Context: an optimization exercise on an open-source flow, tuned for small area, a short achievable clock period and few clock cycles per item. The choices shown serve that exercise and are no tape-out recipe. Only simulation tests tie the RTL to the original design; equivalence was not proved. Power is estimated from default activity; no workload was simulated.

==> design/flow/design.v <==
module npl_cell #(
	parameter bit IS_LAST = 1'b0
) (
	input  logic        clk,
	input  logic        arst_n,
	input  logic [1:0]  mode,
	input  logic        cmp_en,
	input  logic [62:0] wave_in,
	input  logic [14:0] nb_ent,
	input  logic        prev_valid,
	output logic [62:0] wave_out,
	output logic [14:0] ent
);
	localparam logic OP_ON = 1'b0;
	logic        valid_q;
	logic [6:0]  pitch_q;
	logic [6:0]  vel_q;
	logic [62:0] wave_q;
	logic        in_act, in_op, in_placed, in_sounded, in_lim_hit, in_old_pend, in_old_valid;
	logic [6:0]  in_pitch, in_vel, in_old_pitch;
	logic [4:0]  in_left;
	logic [14:0] in_car, in_cap;
	logic        d_placed, d_sounded, d_lim_hit, d_old_pend, d_old_valid;
	logic [6:0]  d_old_pitch;
	logic [4:0]  d_left;
	logic [14:0] d_car, d_cap;
	logic [14:0] fin;
	logic [14:0] wdat;
	logic        take_new;
	logic        take_car;
	logic        match;
	logic        beats;
	assign {in_act, in_op, in_pitch, in_vel, in_left, in_placed, in_car, in_sounded,
		in_lim_hit, in_old_pend, in_old_valid, in_old_pitch, in_cap} = wave_in;
	assign ent = {valid_q, pitch_q, vel_q};
	always_comb begin
		case (mode)
			2'd0:    beats = 1'b1;
			2'd1:    beats = (in_pitch > pitch_q);
			2'd2:    beats = (in_pitch < pitch_q);
			default: beats = 1'b0;
		endcase
	end
	always_comb begin
		d_placed    = in_placed;
		d_car       = in_car;
		d_sounded   = in_sounded;
		d_lim_hit   = in_lim_hit;
		d_old_pend  = in_old_pend;
		d_old_valid = in_old_valid;
		d_old_pitch = in_old_pitch;
		d_left      = in_left;
		d_cap       = in_cap;
		fin         = ent;
		take_new    = !in_placed && (!valid_q || IS_LAST || beats);
		take_car    = in_placed && in_car[14];
		wdat        = take_new ? {1'b1, in_pitch, in_vel} : in_car;
		match       = valid_q && (pitch_q == in_pitch);
		if (in_act) begin
			if (in_op == OP_ON) begin
				if (take_new || take_car) begin
					fin   = wdat;
					d_car = ent;
				end
				d_placed  = in_placed | take_new;
				d_sounded = in_sounded | ((in_left != 5'd0) && fin[14] &&
					(fin[13:7] == in_pitch));
				d_lim_hit = in_lim_hit | ((in_left == 5'd1) && fin[14]);
				if (in_old_pend) begin
					d_old_valid = fin[14];
					d_old_pitch = fin[14] ? fin[13:7] : 7'd0;
				end
				d_old_pend = (in_left == 5'd1);
				if (in_left != 5'd0)
					d_left = in_left - 5'd1;
			end else begin
				if (match) begin
					fin[14] = 1'b0;
				end else if (valid_q) begin
					if (in_left == 5'd1)
						d_cap = ent;
					if (in_left != 5'd0)
						d_left = in_left - 5'd1;
				end
			end
		end else if (cmp_en) begin
			if (!valid_q)
				fin = nb_ent;
			else if (!prev_valid)
				fin[14] = 1'b0;
		end
	end
	always_ff @(posedge clk or negedge arst_n) begin
		if (!arst_n)
			valid_q <= 1'b0;
		else
			valid_q <= fin[14];
	end
	always_ff @(posedge clk) begin
		pitch_q <= fin[13:7];
		vel_q   <= fin[6:0];
	end
	always_ff @(posedge clk or negedge arst_n) begin
		if (!arst_n)
			wave_q <= '0;
		else
			wave_q <= {in_act, in_op, in_pitch, in_vel, d_left, d_placed, d_car, d_sounded,
				d_lim_hit, d_old_pend, d_old_valid, d_old_pitch, d_cap};
	end
	assign wave_out = wave_q;
endmodule
module npl_ctrl #(
	parameter int LIST_DEPTH = 16
) (
	input  logic        clk,
	input  logic        arst_n,
	input  logic        in_valid,
	output logic        in_ready,
	input  logic        in_op,
	input  logic [6:0]  in_pitch,
	input  logic [6:0]  in_velocity,
	output logic        out_valid,
	input  logic        out_ready,
	output logic        out_new_valid,
	output logic [6:0]  out_new_pitch,
	output logic [6:0]  out_new_velocity,
	output logic        out_old_valid,
	output logic [6:0]  out_old_pitch,
	output logic        out_dropped,
	input  logic        cfg_valid,
	output logic        cfg_ready,
	input  logic        cfg_index,
	input  logic [4:0]  cfg_data,
	output logic [1:0]  mode,
	output logic        cmp_en,
	output logic [62:0] wave_first,
	input  logic [62:0] wave_last
);
	localparam int CW = (LIST_DEPTH > 2) ? $clog2(LIST_DEPTH) : 1;
	localparam logic OP_ON  = 1'b0;
	localparam logic OP_OFF = 1'b1;
	localparam logic [1:0] ST_IDLE = 2'd0;
	localparam logic [1:0] ST_WAVE = 2'd1;
	localparam logic [1:0] ST_CMP  = 2'd2;
	localparam logic [1:0] ST_HOLD = 2'd3;
	logic [1:0]    state_q;
	logic [CW-1:0] cnt_q;
	logic [1:0]    mode_q;
	logic [4:0]    mv_q;
	logic [62:0]   wave0_q;
	logic [62:0]   seed;
	logic [23:0]   res_d;
	logic [23:0]   res_q;
	logic [23:0]   out_q;
	logic          out_valid_q;
	logic          in_acc;
	logic          out_acc;
	logic          out_load;
	logic        l_act, l_op, l_placed, l_sounded, l_lim_hit, l_old_pend, l_old_valid;
	logic [6:0]  l_pitch, l_vel, l_old_pitch;
	logic [4:0]  l_left;
	logic [14:0] l_car, l_cap;
	assign {l_act, l_op, l_pitch, l_vel, l_left, l_placed, l_car, l_sounded,
		l_lim_hit, l_old_pend, l_old_valid, l_old_pitch, l_cap} = wave_last;
	assign in_acc     = in_valid && in_ready;
	assign out_acc    = out_valid && out_ready;
	assign out_load   = (state_q == ST_HOLD) && (!out_valid_q || out_ready);
	assign in_ready   = (state_q == ST_IDLE);
	assign cfg_ready  = 1'b1;
	assign cmp_en     = (state_q == ST_CMP);
	assign mode       = mode_q;
	assign wave_first = wave0_q;
	always_ff @(posedge clk or negedge arst_n) begin
		if (!arst_n) begin
			mode_q <= '0;
			mv_q   <= '0;
		end else if (cfg_valid && cfg_ready) begin
			if (cfg_index == 1'b0)
				mode_q <= cfg_data[1:0];
			else
				mv_q   <= cfg_data[4:0];
		end
	end
	assign seed = {1'b1, in_op, in_pitch, in_velocity, mv_q, 42'd0};
	always_comb begin
		res_d = '0;
		if (l_op == OP_ON) begin
			res_d[0] = l_car[14];
			if (!(l_lim_hit && !l_sounded)) begin
				res_d[23]    = 1'b1;
				res_d[22:16] = l_pitch;
				res_d[15:9]  = l_vel;
				res_d[8]     = l_lim_hit && l_old_valid;
				res_d[7:1]   = (l_lim_hit && l_old_valid) ? l_old_pitch : 7'd0;
			end
		end else begin
			res_d[23]    = l_cap[14];
			res_d[22:16] = l_cap[13:7];
			res_d[15:9]  = l_cap[6:0];
		end
	end
	always_ff @(posedge clk or negedge arst_n) begin
		if (!arst_n)
			wave0_q <= '0;
		else
			wave0_q <= in_acc ? seed : '0;
	end
	always_ff @(posedge clk or negedge arst_n) begin
		if (!arst_n) begin
			state_q <= ST_IDLE;
			cnt_q   <= '0;
		end else begin
			case (state_q)
				ST_IDLE: begin
					if (in_acc)
						state_q <= ST_WAVE;
				end
				ST_WAVE: begin
					if (l_act) begin
						cnt_q   <= CW'(LIST_DEPTH - 1);
						state_q <= (l_op == OP_OFF) ? ST_CMP : ST_HOLD;
					end
				end
				ST_CMP: begin
					cnt_q <= cnt_q - CW'(1);
					if (cnt_q == '0)
						state_q <= ST_HOLD;
				end
				default: begin
					if (out_load)
						state_q <= ST_IDLE;
				end
			endcase
		end
	end
	always_ff @(posedge clk) begin
		if (state_q == ST_WAVE && l_act)
			res_q <= res_d;
		if (out_load)
			out_q <= res_q;
	end
	always_ff @(posedge clk or negedge arst_n) begin
		if (!arst_n)
			out_valid_q <= 1'b0;
		else if (out_load)
			out_valid_q <= 1'b1;
		else if (out_acc)
			out_valid_q <= 1'b0;
	end
	assign out_valid        = out_valid_q;
	assign {out_new_valid, out_new_pitch, out_new_velocity, out_old_valid, out_old_pitch,
		out_dropped} = out_q;
endmodule
module note_priority_list #(
	parameter int LIST_DEPTH = 16
) (
	input  logic       clk,
	input  logic       arst_n,
	input  logic       in_valid,
	output logic       in_ready,
	input  logic       in_op,
	input  logic [6:0] in_pitch,
	input  logic [6:0] in_velocity,
	output logic       out_valid,
	input  logic       out_ready,
	output logic       out_new_valid,
	output logic [6:0] out_new_pitch,
	output logic [6:0] out_new_velocity,
	output logic       out_old_valid,
	output logic [6:0] out_old_pitch,
	output logic       out_dropped,
	input  logic       cfg_valid,
	output logic       cfg_ready,
	input  logic       cfg_index,
	input  logic [4:0] cfg_data
);
	logic [1:0]  mode;
	logic        cmp_en;
	logic [62:0] wv  [0:LIST_DEPTH];
	logic [14:0] ent [0:LIST_DEPTH-1];
	npl_ctrl #(
		.LIST_DEPTH (LIST_DEPTH)
	) u_ctrl (
		.clk              (clk),
		.arst_n           (arst_n),
		.in_valid         (in_valid),
		.in_ready         (in_ready),
		.in_op            (in_op),
		.in_pitch         (in_pitch),
		.in_velocity      (in_velocity),
		.out_valid        (out_valid),
		.out_ready        (out_ready),
		.out_new_valid    (out_new_valid),
		.out_new_pitch    (out_new_pitch),
		.out_new_velocity (out_new_velocity),
		.out_old_valid    (out_old_valid),
		.out_old_pitch    (out_old_pitch),
		.out_dropped      (out_dropped),
		.cfg_valid        (cfg_valid),
		.cfg_ready        (cfg_ready),
		.cfg_index        (cfg_index),
		.cfg_data         (cfg_data),
		.mode             (mode),
		.cmp_en           (cmp_en),
		.wave_first       (wv[0]),
		.wave_last        (wv[LIST_DEPTH])
	);
	for (genvar gi = 0; gi < LIST_DEPTH; gi++) begin : g_cell
		logic [14:0] nb_ent;
		logic        prev_valid;
		if (gi < LIST_DEPTH - 1) begin : g_nb
			assign nb_ent = ent[gi+1];
		end else begin : g_nb_end
			assign nb_ent = '0;
		end
		if (gi > 0) begin : g_pv
			assign prev_valid = ent[gi-1][14];
		end else begin : g_pv_head
			assign prev_valid = 1'b1;
		end
		npl_cell #(
			.IS_LAST (gi == LIST_DEPTH - 1)
		) u_cell (
			.clk        (clk),
			.arst_n     (arst_n),
			.mode       (mode),
			.cmp_en     (cmp_en),
			.wave_in    (wv[gi]),
			.nb_ent     (nb_ent),
			.prev_valid (prev_valid),
			.wave_out   (wv[gi+1]),
			.ent        (ent[gi])
		);
	end
endmodule
==> design/flow/run.sh <==
#!/bin/bash
# synth_recipe.tcl (not shown) runs the flow's synth.tcl, then flattens the netlist and writes it again
# the make line also repeats each setting of config.mk as NAME=value (left out here)
make -C /OpenROAD-flow-scripts/flow DESIGN_CONFIG=/design/flow/config.mk WORK_HOME=/design/flow/orfs CLKGATE_MAP_FILE= SYNTH_SCRIPT=/design/flow/synth_recipe.tcl finish
==> design/flow/config.mk <==
export PLATFORM = sky130hd
export DESIGN_NAME = note_priority_list
export DESIGN_NICKNAME = note_priority_list
export VERILOG_FILES = /design/flow/design.v
export SDC_FILE = /design/flow/constraint.sdc
export NUM_CORES = 4
export LEC_CHECK = 0
export CAP_MARGIN = 20
export CORE_MARGIN = 2
export CORE_UTILIZATION = 40
export PLACE_DENSITY = 0.6
export SLEW_MARGIN = 20
==> design/flow/constraint.sdc <==
create_clock -name core_clock -period 5.0 [get_ports {clk}]
set_input_delay 1.0000 -clock core_clock [delete_from_list [all_inputs] [get_ports {clk}]]
set_output_delay 1.0000 -clock core_clock [all_outputs]
set_load 0.01 [all_outputs]
==> out/results.tsv <==
stage	metric	value	unit
run_status	status	finished clean	
sta	fin_skew	0.0579	ns
critical_path	critPathKind	reg -> reg	
critical_path	critical_path_required	5.38	ns
clock_network	clock-sinks	1302	
clock_network	clock_latency	0.80	ns
sta	slew_violations	0	
critical_path	r2r-start	g_cell[9].u_cell.pitch_q[4]	
sta	fmax	267	MHz
yosys	yosysSeqAreaShare	59.1	%
drt	ant_nets	0	
flow_run	cap_violations	0	
yosys	syn-num-nets	5178	
layout	drive_gt1_share	12.9	%
critical_path	worstPathArrival	4.12	ns
drt	drt-initial-drc-count	4464	
sta	fin_crit	3.74	ns
floorplanning	num_rows	138	
sta	rsz0062_at_grt	no	
clock_network	cts_buffers	142	
clock_network	cts_setup_buffers	0	
power_and_ir_drop	ir_drop	0.319	mV
drt	dr.pass1.iters	7	
yosys	ys.flop_type	dfrtp_1	
sta	post-route-period-util	74.8	%
critical_path	cp_max_fo	15	
yosys	syn_avg_cell_area	11.4	µm²
yosys	syn_inst	5012	
placed_design	post-dp-hpwl	126	mm
critical_path	reg2reg_depth	8	
yosys	synth_edf_count	272	
yosys	yosysWarningCount	6	
critical_path	rr_endpoint	g_cell[9].u_cell.vel_q[3]	
global_route	grt_max_degree	109	
placed_design	dp_slack	1.33	ns
floorplanning	start_util	40.4	%
placed_design	numPortBuffers	51	
yosys	async_flop_share	79.1	%
clock_network	tritoncts	yes	
clock_network	cts_buffer_depth	3	
global_route	overflow	0	
drt	num_vias	41065	
drt	drt-total-wl	171	mm
yosys	synth_top_area_cell	dfrtp_1	
clock_network	cts_root_buf	clkbuf_16	
sta	setup_viol	0	
floorplanning	die_h	383	µm
clock_network	cts.htree.levels	4	
clock_network	cts_hold_buf	0	
yosys	synth_top_area_share	44.9	%
min_path	hold_path.class	in -> async	
critical_path	end_kind	flip-flop	
global_route	antenna_found_initial	2	
power_and_ir_drop	leakage	28.4	nW
drt	drc	0	
yosys	ys_ff_latch	1302	
global_route	grt_pass1_wl	262	mm
floorplanning	die_w	383	µm
floorplanning	io_pins	53	
placed_design	routabilityCongestion	0.930	
sta	final.setup.tns	0	ns
drt	vias_per_cell	5.82	
clock_network	clk_pin_slew_worst_paths	0.06	ns
layout	area_growth	13.0	%
yosys	synthTopCellsByArea	dfrtp_1 (45%), edfxtp_1 (14%), mux2_2 (6.3%)	
yosys	synth_cell_types	91	
sta	setup_slack	1.26	ns
sta	worst-slew-pin-transition	1.21	ns
sta	timing.slew.headroom	18.2	%
drt	wire_per_inst	24.3	µm
sta	hold_violations	0	
layout	fin_nets	5212	
critical_path	r2r_slack	1.26	ns
critical_path	worstSetupStartpointType	flip-flop	
yosys	synth.cell_area	57400	µm²
floorplanning	fp.dieArea	147000	µm²
global_route	track_usage	23.4	%
global_route	grt_pass1_vias	41377	
clock_network	cts_resized	0	
floorplanning	core_area	142000	µm²
power_and_ir_drop	p_per_area	606	nW/µm²
[logic make-up after synthesis]
| group | count (synthesis) | synth area share (%) |
|---|---|---|
| AOI/OAI and AO/OA | 1299 | 15.5 |
| adders and majority gates | 140 | 3.05 |
| DFF | 1302 | 59.1 |
| xor gates and xnor gates | 51 | 0.778 |
| and+or+nand+nor | 1317 | 10.5 |
| other | 1 | 0.00653 |
| buffers and inverters | 515 | 3.50 |
| muxes | 387 | 7.50 |
[worst max-delay path, stage by stage, from the launching register on]
cell      delay (ns)
edfxtp_1        0.45
inv_1           0.10
ha_1            0.32
a211o_1         0.29
a21oi_1         0.29
a221o_1         0.23
a31oi_2         0.33
o21ai_2         0.87
nand2_1         0.44
[power breakdown]
group	switching (W)	internal (W)
clock network	0.00454	0.00614
logic	0.00711	0.00429
registers	0.00311	0.0141
[worst max path at each step]
stage                                 start                          end  cells past startpoint
2_1_floorplan   g_cell[7].u_cell.pitch_q[4]  g_cell[7].u_cell.pitch_q[0]                      9
3_3_place_gp   g_cell[12].u_cell.pitch_q[6]   g_cell[12].u_cell.vel_q[0]                      8
3_5_place_dp   g_cell[10].u_cell.pitch_q[4]   g_cell[10].u_cell.vel_q[0]                      8
4_1_cts                   u_ctrl.state_q[0]                     in_ready                      3
5_1_grt         g_cell[1].u_cell.pitch_q[5]    g_cell[1].u_cell.vel_q[4]                      8
6_report        g_cell[9].u_cell.pitch_q[4]    g_cell[9].u_cell.vel_q[3]                      8
[cells in the mapped netlist (64+ instances only)]
cell	number
nor2_1	348
ha_1	140
dfrtp_1	1030
edfxtp_1	272
mux2_2	322
nand2_1	511
o21ai_0	277
a21oi_1	259
nand3_1	73
a31oi_1	77
clkbuf_1	179
inv_1	284
a221o_1	79
nor3_1	64
a22oi_1	107
[placed cells by master, fill, tap and decap left out, drive strengths merged, types with 44 or more instances in the layout]
cell,count
a21oi,261
nor3,64
clkbuf,220
nand2,512
o21ai,286
clkdlybuf4s50,50
and2,57
mux2,327
mux2i,60
inv,287
a31oi,79
o22ai,53
dfrtp,1030
a221o,79
a221oi,53
a22oi,107
a21o,44
nand2b,55
edfxtp,272
ha,140
buf,66
nor2,349
nand3,73
[area by class of cell]
cell class                 count  area [µm²]
antenna                        1        2.50
clock buffer                 220        4180
clock inverter                45         697
fill                       13112       77100
inverter                     289        1080
multi-input combinational   3195       21500
sequential                  1302       33900
tap                         1890        2360
timing repair buffer         116        1130
[routing by layer]
| layer | track usage (%) | wire length, µm | vias up |
|---|---|---|---|
| li1 | - | - | 18303 |
| met5 | 0 | 13 | - |
| met4 | 6.95 | 4620 | 2 |
| met2 | 38.9 | 83600 | 1669 |
| met1 | 31.6 | 72300 | 20805 |
| met3 | 3.66 | 10800 | 286 |
[registers in the layout (all words and copies together), names as in the netlist, 2 cells and up]
signal	count
u_ctrl.mode_q	2
u_ctrl.out_q	24
g_cell.u_cell.wave_q	979
u_ctrl.cnt_q	4
g_cell.u_cell.pitch_q	112
u_ctrl.state_q	2
g_cell.u_cell.vel_q	112
u_ctrl.res_q	24
u_ctrl.mv_q	5
u_ctrl.wave0_q	21
g_cell.u_cell.valid_q	16
[stage by stage]
stage	instances	power (W)	utilization [%]	hold WS, ns	instance area, µm²
2_1_floorplan	5012	0.0239	-	0.349	57400
3_3_place_gp	6790	0.0284	42.2	0.361	60000
3_5_place_dp	6792	0.0286	42.3	0.366	60000
4_1_cts	7057	0.0394	45.7	0.253	64900
5_1_grt	7057	0.0414	45.7	0.269	64900
6_report	7058	0.0393	45.7	0.204	64900
Testbench counts, summed over its fixed seeds: cycles 203,888, events 8,192.

-- afterwards: timing with drivers on the ports --
In the flow no input, the clock included, has a driving cell. The finished layout below was timed again as built, in two steps.
Step 1 sets driving cells, clkbuf_16 on the clock port and buf_2 on the other inputs (assumed; they add their load-dependent delay and slew).
Step 2 also shifts input and output timing later by t, the mid clock arrival at the registers, as if the neighbouring blocks saw the same clock.
a / b / c = ideal / step 1 / step 2; a / b = the first two.
shift t [ns]: 0.847
setup slack, ns: 1.261 / 1.261 / 1.261
worst setup path at the end: register to register
latest minus earliest clock arrival (ns): 0.061 / 0.061
pins driven straight from the clock port: 1
After both steps setup and hold are still met in this run. The setup slack of this run moves by 0.000 ns with the drivers and by 0.000 ns with both steps.
